This design comes from an exercise in tuning for small area, a short achievable clock period and few clock cycles per item on the open sky130 flow, not from production work.
Only simulation tests tie the RTL to the original design; equivalence was not proved.
Power figures rest on the tool's default switching activity, not on a simulated workload.

$ cat flow/run.sh
#!/bin/bash
# synth_recipe.tcl (not shown) runs the flow's synth.tcl, then flattens the netlist and writes it again
# the make line also repeats each setting of config.mk as NAME=value (left out here)
make -C /OpenROAD-flow-scripts/flow DESIGN_CONFIG=/design/flow/config.mk WORK_HOME=/design/flow/orfs CLKGATE_MAP_FILE= SYNTH_SCRIPT=/design/flow/synth_recipe.tcl finish
$ cat flow/config.mk
export PLATFORM = sky130hd
export DESIGN_NAME = best_fit_segment_allocator
export DESIGN_NICKNAME = best_fit_segment_allocator
export VERILOG_FILES = /design/flow/design.v
export SDC_FILE = /design/flow/constraint.sdc
export NUM_CORES = 4
export LEC_CHECK = 0
export CAP_MARGIN = 20
export CORE_MARGIN = 2
export CORE_UTILIZATION = 40
export SLEW_MARGIN = 20
$ cat flow/constraint.sdc
create_clock -name core_clock -period 10.0 [get_ports {clk}]
set_input_delay 2.0000 -clock core_clock [delete_from_list [all_inputs] [get_ports {clk}]]
set_output_delay 2.0000 -clock core_clock [all_outputs]
set_load 0.01 [all_outputs]
$ cat flow/design.v
`default_nettype none
package bfsa_pkg;
  typedef enum logic [1:0] {
    OP_ALLOC   = 2'd0,
    OP_RELEASE = 2'd1,
    OP_REINIT  = 2'd2,
    OP_NONE    = 2'd3
  } op_t;
  typedef enum logic [1:0] {
    ST_OK        = 2'd0,
    ST_NO_FIT    = 2'd1,
    ST_TABLE_FUL = 2'd2,
    ST_NOT_ALLOC = 2'd3
  } status_t;
  typedef struct packed {
    logic [15:0] start;
    logic [15:0] size;
    logic        free;
  } seg_t;
  localparam logic [15:0] POOL_RESET = 16'd5000;
endpackage
`default_nettype wire
`default_nettype none
module bfsa_ram
#(
  parameter int DEPTH = 64,
  parameter int IW    = 6
) (
  input  wire logic          clk,
  input  wire logic          we,
  input  wire logic [IW-1:0] waddr,
  input  wire bfsa_pkg::seg_t wdata,
  input  wire logic [IW-1:0] raddr,
  output bfsa_pkg::seg_t     rdata
);
  logic [32:0] mem [0:DEPTH-1];
  always_ff @(posedge clk) begin
    if (we) begin
      mem[waddr] <= wdata;
    end
    rdata <= mem[raddr];
  end
endmodule
`default_nettype wire
`default_nettype none
module best_fit_segment_allocator
#(
  parameter int MAX_SEGMENTS = 64,
  parameter int HEADER_BYTES = 16
) (
  input  wire logic        clk,
  input  wire logic        rst_n,
  input  wire logic        in_valid,
  output logic             in_stall,
  input  wire logic [1:0]  in_op,
  input  wire logic [15:0] in_request_bytes,
  input  wire logic [15:0] in_release_address,
  output logic             out_valid,
  input  wire logic        out_stall,
  output logic [1:0]       out_status,
  output logic [15:0]      out_payload_address,
  input  wire logic        cfg_psel,
  input  wire logic        cfg_penable,
  input  wire logic        cfg_pwrite,
  input  wire logic [2:0]  cfg_paddr,
  input  wire logic [31:0] cfg_pwdata,
  output logic [31:0]      cfg_prdata,
  output logic             cfg_pready
);
  localparam int IW = (MAX_SEGMENTS > 1) ? $clog2(MAX_SEGMENTS) : 1;
  localparam int CW = $clog2(MAX_SEGMENTS + 1);
  localparam logic [15:0] HDR = 16'(HEADER_BYTES);
  localparam logic [CW-1:0] MAXC = CW'(MAX_SEGMENTS);
  typedef enum logic [9:0] {
    S_BOOT   = 10'b0000000001,
    S_IDLE   = 10'b0000000010,
    S_ASCAN  = 10'b0000000100,
    S_ASHIFT = 10'b0000001000,
    S_ANEW   = 10'b0000010000,
    S_AFIN   = 10'b0000100000,
    S_RSCAN  = 10'b0001000000,
    S_RMERGE = 10'b0010000000,
    S_RSHIFT = 10'b0100000000,
    S_OUT    = 10'b1000000000
  } state_t;
  state_t        state_r, state_nxt;
  logic [CW-1:0] ptr_r, ptr_nxt;
  logic [CW-1:0] count_r, count_nxt;
  logic [CW-1:0] n_r, n_nxt;
  logic [IW-1:0] best_r, best_nxt;
  logic          found_r, found_nxt;
  logic [15:0]   best_sz_r, best_sz_nxt;
  logic [15:0]   best_st_r, best_st_nxt;
  logic [15:0]   new_st_r, new_st_nxt;
  logic [15:0]   new_sz_r, new_sz_nxt;
  logic [15:0]   req_r, req_nxt;
  logic [15:0]   rel_r, rel_nxt;
  logic [15:0]   acc_r, acc_nxt;
  bfsa_pkg::status_t       res_st_r, res_st_nxt;
  logic [15:0]   res_addr_r, res_addr_nxt;
  logic          out_valid_r;
  logic [1:0]    out_status_r;
  logic [15:0]   out_addr_r;
  logic [15:0]   pool_r;
  logic          rel_path_r;
  logic          rd_vld_r;
  logic [IW-1:0] rd_idx_r;
  state_t        rd_st_r;
  logic          issue;
  logic [IW-1:0] raddr;
  logic          we;
  logic [IW-1:0] waddr;
  bfsa_pkg::seg_t          wdata;
  bfsa_pkg::seg_t          e;
  logic          accept, cons, last, load_out;
  logic [CW-1:0] ci;
  bfsa_ram #(.DEPTH(MAX_SEGMENTS), .IW(IW)) u_ram (
    .clk  (clk),
    .we   (we),
    .waddr(waddr),
    .wdata(wdata),
    .raddr(raddr),
    .rdata(e)
  );
  assign in_stall = (state_r != S_IDLE);
  assign accept   = in_valid && !in_stall;
  assign cons     = rd_vld_r && (rd_st_r == state_r);
  assign ci       = CW'(rd_idx_r);
  assign last     = (ci == count_r - CW'(1));
  assign load_out = (state_r == S_OUT) && (!out_valid_r || !out_stall);
  always_comb begin
    logic          f;
    logic [IW-1:0] b;
    logic [15:0]   bsz, bst;
    logic [16:0]   need;
    state_nxt    = state_r;
    ptr_nxt      = ptr_r;
    count_nxt    = count_r;
    n_nxt        = n_r;
    best_nxt     = best_r;
    found_nxt    = found_r;
    best_sz_nxt  = best_sz_r;
    best_st_nxt  = best_st_r;
    new_st_nxt   = new_st_r;
    new_sz_nxt   = new_sz_r;
    req_nxt      = req_r;
    rel_nxt      = rel_r;
    acc_nxt      = acc_r;
    res_st_nxt   = res_st_r;
    res_addr_nxt = res_addr_r;
    issue        = 1'b0;
    raddr        = ptr_r[IW-1:0];
    we           = 1'b0;
    waddr        = '0;
    wdata        = '0;
    f            = found_r;
    b            = best_r;
    bsz          = best_sz_r;
    bst          = best_st_r;
    need         = {1'b0, HDR} + {1'b0, req_r};
    case (state_r)
      S_BOOT: begin
        we        = 1'b1;
        waddr     = '0;
        wdata     = {(16'd0), ((pool_r > HDR) ? pool_r - HDR : 16'd0), (1'b1)};
        count_nxt = CW'(1);
        state_nxt = S_IDLE;
      end
      S_IDLE: begin
        if (accept) begin
          req_nxt      = in_request_bytes;
          rel_nxt      = in_release_address;
          ptr_nxt      = '0;
          found_nxt    = 1'b0;
          res_st_nxt   = bfsa_pkg::ST_OK;
          res_addr_nxt = '0;
          case (in_op)
            bfsa_pkg::OP_ALLOC:   state_nxt = S_ASCAN;
            bfsa_pkg::OP_RELEASE: state_nxt = S_RSCAN;
            bfsa_pkg::OP_REINIT: begin
              we        = 1'b1;
              waddr     = '0;
              wdata     = {(16'd0), ((pool_r > HDR) ? pool_r - HDR : 16'd0), (1'b1)};
              count_nxt = CW'(1);
              state_nxt = S_OUT;
            end
            default:    state_nxt = S_OUT;
          endcase
        end
      end
      S_ASCAN: begin
        issue = (ptr_r < count_r);
        if (issue) ptr_nxt = ptr_r + CW'(1);
        if (cons) begin
          if (e.free && e.size == req_r) begin
            we           = 1'b1;
            waddr        = rd_idx_r;
            wdata        = {(e.start), (e.size), (1'b0)};
            res_addr_nxt = e.start + HDR;
            state_nxt    = S_OUT;
          end else begin
            if (e.free && e.size > req_r && (!found_r || e.size < best_sz_r)) begin
              f   = 1'b1;
              b   = rd_idx_r;
              bsz = e.size;
              bst = e.start;
            end
            found_nxt   = f;
            best_nxt    = b;
            best_sz_nxt = bsz;
            best_st_nxt = bst;
            if (last) begin
              new_st_nxt = 16'({2'b00, bst} + {2'b00, HDR} + {2'b00, req_r});
              new_sz_nxt = bsz - HDR - req_r;
              if (!f) begin
                res_st_nxt = bfsa_pkg::ST_NO_FIT;
                state_nxt  = S_OUT;
              end else if ({1'b0, bsz} > need) begin
                if (count_r >= MAXC) begin
                  res_st_nxt = bfsa_pkg::ST_TABLE_FUL;
                  state_nxt  = S_OUT;
                end else begin
                  best_sz_nxt = req_r;
                  ptr_nxt     = count_r - CW'(1);
                  state_nxt   = (count_r - CW'(1) == CW'(b)) ? S_ANEW : S_ASHIFT;
                end
              end else begin
                state_nxt = S_AFIN;
              end
            end
          end
        end
      end
      S_ASHIFT: begin
        issue = (ptr_r > CW'(best_r));
        if (issue) ptr_nxt = ptr_r - CW'(1);
        if (cons) begin
          we    = 1'b1;
          waddr = IW'(ci + CW'(1));
          wdata = e;
          if (ci == CW'(best_r) + CW'(1)) state_nxt = S_ANEW;
        end
      end
      S_ANEW: begin
        we        = 1'b1;
        waddr     = IW'(CW'(best_r) + CW'(1));
        wdata     = {(new_st_r), (new_sz_r), (1'b1)};
        count_nxt = count_r + CW'(1);
        state_nxt = S_AFIN;
      end
      S_AFIN: begin
        we           = 1'b1;
        waddr        = best_r;
        wdata        = {(best_st_r), (best_sz_r), (1'b0)};
        res_addr_nxt = best_st_r + HDR;
        state_nxt    = S_OUT;
      end
      S_RSCAN: begin
        issue = (ptr_r < count_r);
        if (issue) ptr_nxt = ptr_r + CW'(1);
        if (cons) begin
          if (!e.free && ({1'b0, e.start} + {1'b0, HDR}) == {1'b0, rel_r}) begin
            best_nxt    = rd_idx_r;
            best_st_nxt = e.start;
            acc_nxt     = e.size;
            n_nxt       = '0;
            ptr_nxt     = ci + CW'(1);
            state_nxt   = last ? S_AFIN : S_RMERGE;
          end else if (last) begin
            res_st_nxt = bfsa_pkg::ST_NOT_ALLOC;
            state_nxt  = S_OUT;
          end
        end
      end
      S_RMERGE: begin
        issue = (ptr_r < count_r);
        if (issue) ptr_nxt = ptr_r + CW'(1);
        if (cons) begin
          if (e.free) begin
            acc_nxt = acc_r + HDR + e.size;
            n_nxt   = n_r + CW'(1);
            if (last) state_nxt = S_AFIN;
          end else if (n_r == '0) begin
            state_nxt = S_AFIN;
          end else begin
            ptr_nxt   = ci;
            state_nxt = S_RSHIFT;
          end
        end
      end
      S_RSHIFT: begin
        issue = (ptr_r < count_r);
        if (issue) ptr_nxt = ptr_r + CW'(1);
        if (cons) begin
          we    = 1'b1;
          waddr = IW'(ci - n_r);
          wdata = e;
          if (last) state_nxt = S_AFIN;
        end
      end
      S_OUT: begin
        if (load_out) state_nxt = S_IDLE;
      end
      default: state_nxt = S_BOOT;
    endcase
    if (state_r == S_AFIN && rel_path_r) begin
      wdata        = {(best_st_r), (acc_r), (1'b1)};
      res_addr_nxt = '0;
      count_nxt    = count_r - n_r;
    end
  end
  always_ff @(posedge clk) begin
    if (!rst_n) begin
      state_r     <= S_BOOT;
      count_r     <= CW'(1);
      rd_vld_r    <= 1'b0;
      rd_st_r     <= S_BOOT;
      out_valid_r <= 1'b0;
      pool_r      <= bfsa_pkg::POOL_RESET;
      rel_path_r  <= 1'b0;
    end else begin
      state_r  <= state_nxt;
      count_r  <= count_nxt;
      rd_vld_r <= issue;
      rd_st_r  <= state_r;
      if (accept) rel_path_r <= (in_op == bfsa_pkg::OP_RELEASE);
      if (load_out) begin
        out_valid_r <= 1'b1;
      end else if (!out_stall) begin
        out_valid_r <= 1'b0;
      end
      if (cfg_psel && cfg_penable && cfg_pwrite && cfg_pready && !cfg_paddr[2]) begin
        pool_r <= cfg_pwdata[15:0];
      end
    end
  end
  always_ff @(posedge clk) begin
    ptr_r      <= ptr_nxt;
    n_r        <= n_nxt;
    best_r     <= best_nxt;
    found_r    <= found_nxt;
    best_sz_r  <= best_sz_nxt;
    best_st_r  <= best_st_nxt;
    new_st_r   <= new_st_nxt;
    new_sz_r   <= new_sz_nxt;
    req_r      <= req_nxt;
    rel_r      <= rel_nxt;
    acc_r      <= acc_nxt;
    res_st_r   <= res_st_nxt;
    res_addr_r <= res_addr_nxt;
    rd_idx_r   <= raddr;
    if (load_out) begin
      out_status_r <= res_st_r;
      out_addr_r   <= res_addr_r;
    end
  end
  assign out_valid           = out_valid_r;
  assign out_status          = out_status_r;
  assign out_payload_address = out_addr_r;
  assign cfg_pready          = 1'b1;
  assign cfg_prdata          = cfg_paddr[2] ? 32'd0 : {16'd0, pool_r};
endmodule
`default_nettype wire
==> impl_metrics.toml <==
[worst_setup_path]
crit_path_max_fanout = 23
startpoint_type = "flop"
slowest_delay_ns = 0.86
endpoint_kind = "flop"
critPathArrivalTime_ns = 7.48
crit_path_frequent_cell = "a21oi_1"
cpLargestDelayFamily = "compound AO/OA/AOI/OAI gates"
worstPathRequired_ns = 10.55
slowest_stage = "a2111oi_1"
cp.buffers_inverters = 3
critPathKind = "reg2reg"
cp_cell_sequence = "inv_1, ha_1, nand2_1, o21ai_0, a21oi_1, o211ai_1, o211a_1, buf_4, nor2_1, a21oi_1, inv_1, ha_1, nand4_1, a21oi_1, a21oi_1, o211a_1, a2111oi_1, and3_1, a41oi_1, a211oi_2, a21oi_1, a211o_1"

[global_route]
grtUsageMet2_pct = 31.20
met1_usage_pct = 27.48
grt_pass1_wl_um = 348300
grt_pass1_vias = 49450
antenna_found_initial = 16
gr-usage-all-layers_pct = 19.23
grt-busiest-layer = "met2"
grt_max_degree = 125
use_met3_pct = 2.897
overflow = 0

[route]
dr.pass1.iters = 5
vias = 48530
wl_um = 239600
viasPerCell = 5.714
drtIter0Drc = 5211
drc_errors = 0
route.detailed.wl_per_inst_um = 28.21
drtAntennaViolNets = 0

[yosys]
syn_inst = 4891
synth_cell_types = 90
synthTopCellsByCount = "edfxtp_1, mux4_2, nor2_1"
synth.area.top_cells = "edfxtp_1, mux4_2, ha_1"
synth_warnings = 2
async_reset_ff_share_pct = 0
synth_top_cell_by_area = "edfxtp_1"
syn_avg_cell_area_um2 = 19.88
ys_seq_elements = 2366
synth.cell_area_um2 = 97230
synth_most_common_cell = "edfxtp_1"
synth_flop_cell = "edfxtp_1"
synth_edf_count = 2265
yosysSeqAreaShare_pct = 72.03
yosysTopAreaCellShare_pct = 69.95

[clock_tree]
clock_path_buffers = 3
cts_made_buffers = 237
cts_tree = "built"
clock-root-buffer = "clkbuf_16"
cts_setup_buffers = 0
ctsHtreeMaxLevel = 4
clock_latency_ns = 0.89
cts-resized-gates = 0
path_clk_slew_ns = 0.06
cts_hold_buf = 0
cts.sinks = 2366

[timing]
finClkSkew_ns = 0.09343
fin_crit_sh_pct = 69.21
worst_pin_slew_ns = 1.214
max_freq_ghz = 0.1445
report.final.hold_viol_count = 0
grt_setup_unrepaired = "false"
min_period_ns = 6.921
final-setup-viol-count = 0
finalSetupTns_ns = 0
finalMaxSlewViolations = 0
relSlewSlack_pct = 18.03

[placed_design]
portBuffers = 93
dp_hpwl_um = 139200
gp_congestion = 0.8789
place_inst = 8047

[floorplanning]
pin_count = 129
dieHeight_um = 497.0
start_util_pct = 40.31
core_area_um2 = 241200
die_area_um2 = 247000
rows = 180
dieWidth_um = 497.0

[power]
ir_drop_uv = 149.1
p_leak_nw = 36.08
power.density_nw_per_um2 = 198.3

[cells_and_area]
final_net_count = 5350
area_growth_pct = 13.68
layout-drive-gt1-share_pct = 24.78
final_cells = 8494
n_fill_cell = 20100

[min_path]
hp-class = "reg2reg"

[job]
maxCapViolations = 0

[outcome]
outcome = "complete, no violations"
routing by layer:
metal  part of all wire [%]  routed length (um)
met5                      0                   0
met4                    2.0                4859
met3                    6.2               14820
met2                     48              115800
met1                     43              104200
logic make-up (layout without fill, tap and decap cells):
group	Yosys count	after routing	synth area share (%)
buffers and inverters	395	795	1.715
other	2	20	0.007724
AOI/OAI and AO/OA	414	414	2.799
xor gates and xnor gates	159	159	1.448
and+or+nand+nor	651	651	3.234
adders and majority gates	173	173	2.280
DFF	2366	2366	72.03
muxes	731	731	16.48
placed cells by master (no fill, tap or decap), types with 13 or more instances in the layout:
master | netlist | routed
inv_1 | 133 | 132
o21ai_0 | 85 | 84
clkbuf_16 | 0 | 242
nor4_1 | 17 | 17
clkinv_1 | 0 | 49
bufinv_16 | 0 | 14
ha_1 | 166 | 166
clkbuf_1 | 155 | 66
clkbuf_8 | 0 | 23
a221oi_1 | 13 | 13
and2_1 | 26 | 26
edfxtp_1 | 2265 | 2265
nand3_1 | 55 | 54
a21o_1 | 22 | 22
nor2_4 | 0 | 64
conb_1 | 2 | 17
nand2_1 | 170 | 165
clkinv_2 | 0 | 31
nor2b_1 | 28 | 28
buf_4 | 22 | 114
a22o_4 | 0 | 14
clkdlybuf4s50_1 | 0 | 93
a21boi_0 | 13 | 13
nor2_1 | 230 | 164
mux2_2 | 30 | 30
nor3_1 | 28 | 27
dfxtp_1 | 101 | 101
a21oi_1 | 124 | 122
a22oi_1 | 20 | 20
xnor2_1 | 107 | 107
mux4_2 | 693 | 693
o211ai_1 | 13 | 13
xor2_1 | 50 | 50
nand4_1 | 20 | 20
final timing paths:
path               startpoint         endpoint  slack, ns  cells past startpoint
hold reg to reg   res_st_r[1]  out_status_r[1]       0.43                      0
setup / recovery     req_r[7]         ptr_r[6]       3.08                     22
hold / removal    res_st_r[1]  out_status_r[1]       0.43                      0
setup reg to reg     req_r[7]         ptr_r[6]       3.08                     22
where the power goes:
part           internal [mW]  total, mW  switching [mW]
sequential              11.1       11.2           0.127
combinational          0.789       1.95            1.16
clock                   4.98       8.74            3.77
total                   16.9       21.9            5.05
stage by stage:
| step | area, um^2 | utilization (%) | power, mW | hold slack (ns) | setup slack [ns] |
|---|---|---|---|---|---|
| after CTS | 110400 | 45.76 | 22.08 | 0.4318 | 3.156 |
| after floorplan | 97280 | - | 12.69 | 0.4003 | 4.771 |
| after global routing | 110500 | 45.82 | 22.65 | 0.4460 | 2.665 |
| final | 110500 | 45.82 | 21.91 | 0.4306 | 3.079 |
| after detailed placement | 102700 | 42.56 | 13.37 | 0.4165 | 3.289 |
| after global placement | 102700 | 42.56 | 13.33 | 0.4185 | 3.289 |
state kept, by name (all words and copies together) (netlist names), 10 cells and up:
name and flops:
u_ram.mem 2112, res_addr_r 16, new_sz_r 16, best_sz_r 16, req_r 16, pool_r 16, acc_r 16, rel_r 16
u_ram.rdata 33, state_r 10, best_st_r 16, out_addr_r 16, new_st_r 16, rd_st_r 10
cell type report:
cell class                 instances  area [um^2]  share of cell area (%)
multi-input combinational       2145        26280                   23.78
clock buffer                     331         6620                   5.990
inverter                         134        503.0                  0.4551
tap                             3185         3985                   3.606
clock inverter                   113         1102                  0.9973
sequential                      2366        70040                   63.37
timing repair buffer             217         1987                   1.798
antenna                            3        7.507                0.006792
Testbench counts, summed over its fixed seeds: cycles 581,963, items 9,600.

==> what the ideal ports hide <==
No port has a modelled driver above. Below, the same layout with a new extraction and two added sets of constraints.
Step 1 sets driving cells, clkbuf_16 on the clock port and buf_2 on the other inputs (assumed; they add their load-dependent delay and slew).
Step 2 also shifts input and output timing later by t, the mid clock arrival at the registers, as if the neighbouring blocks saw the same clock.
Three values: ideal, step 1, step 2; two values: the first two.
t (ns): 0.937
setup slack, ns: 3.079 / 3.079 / 3.079
worst setup path after step 2: register to register
latest minus earliest clock arrival (ns): 0.093 / 0.094
slew at the worst register clock pin (ns): 0.07 / 0.07
After both steps this run still meets setup and hold. The setup slack of this run moves by 0.000 ns with the drivers and by 0.000 ns with both steps.
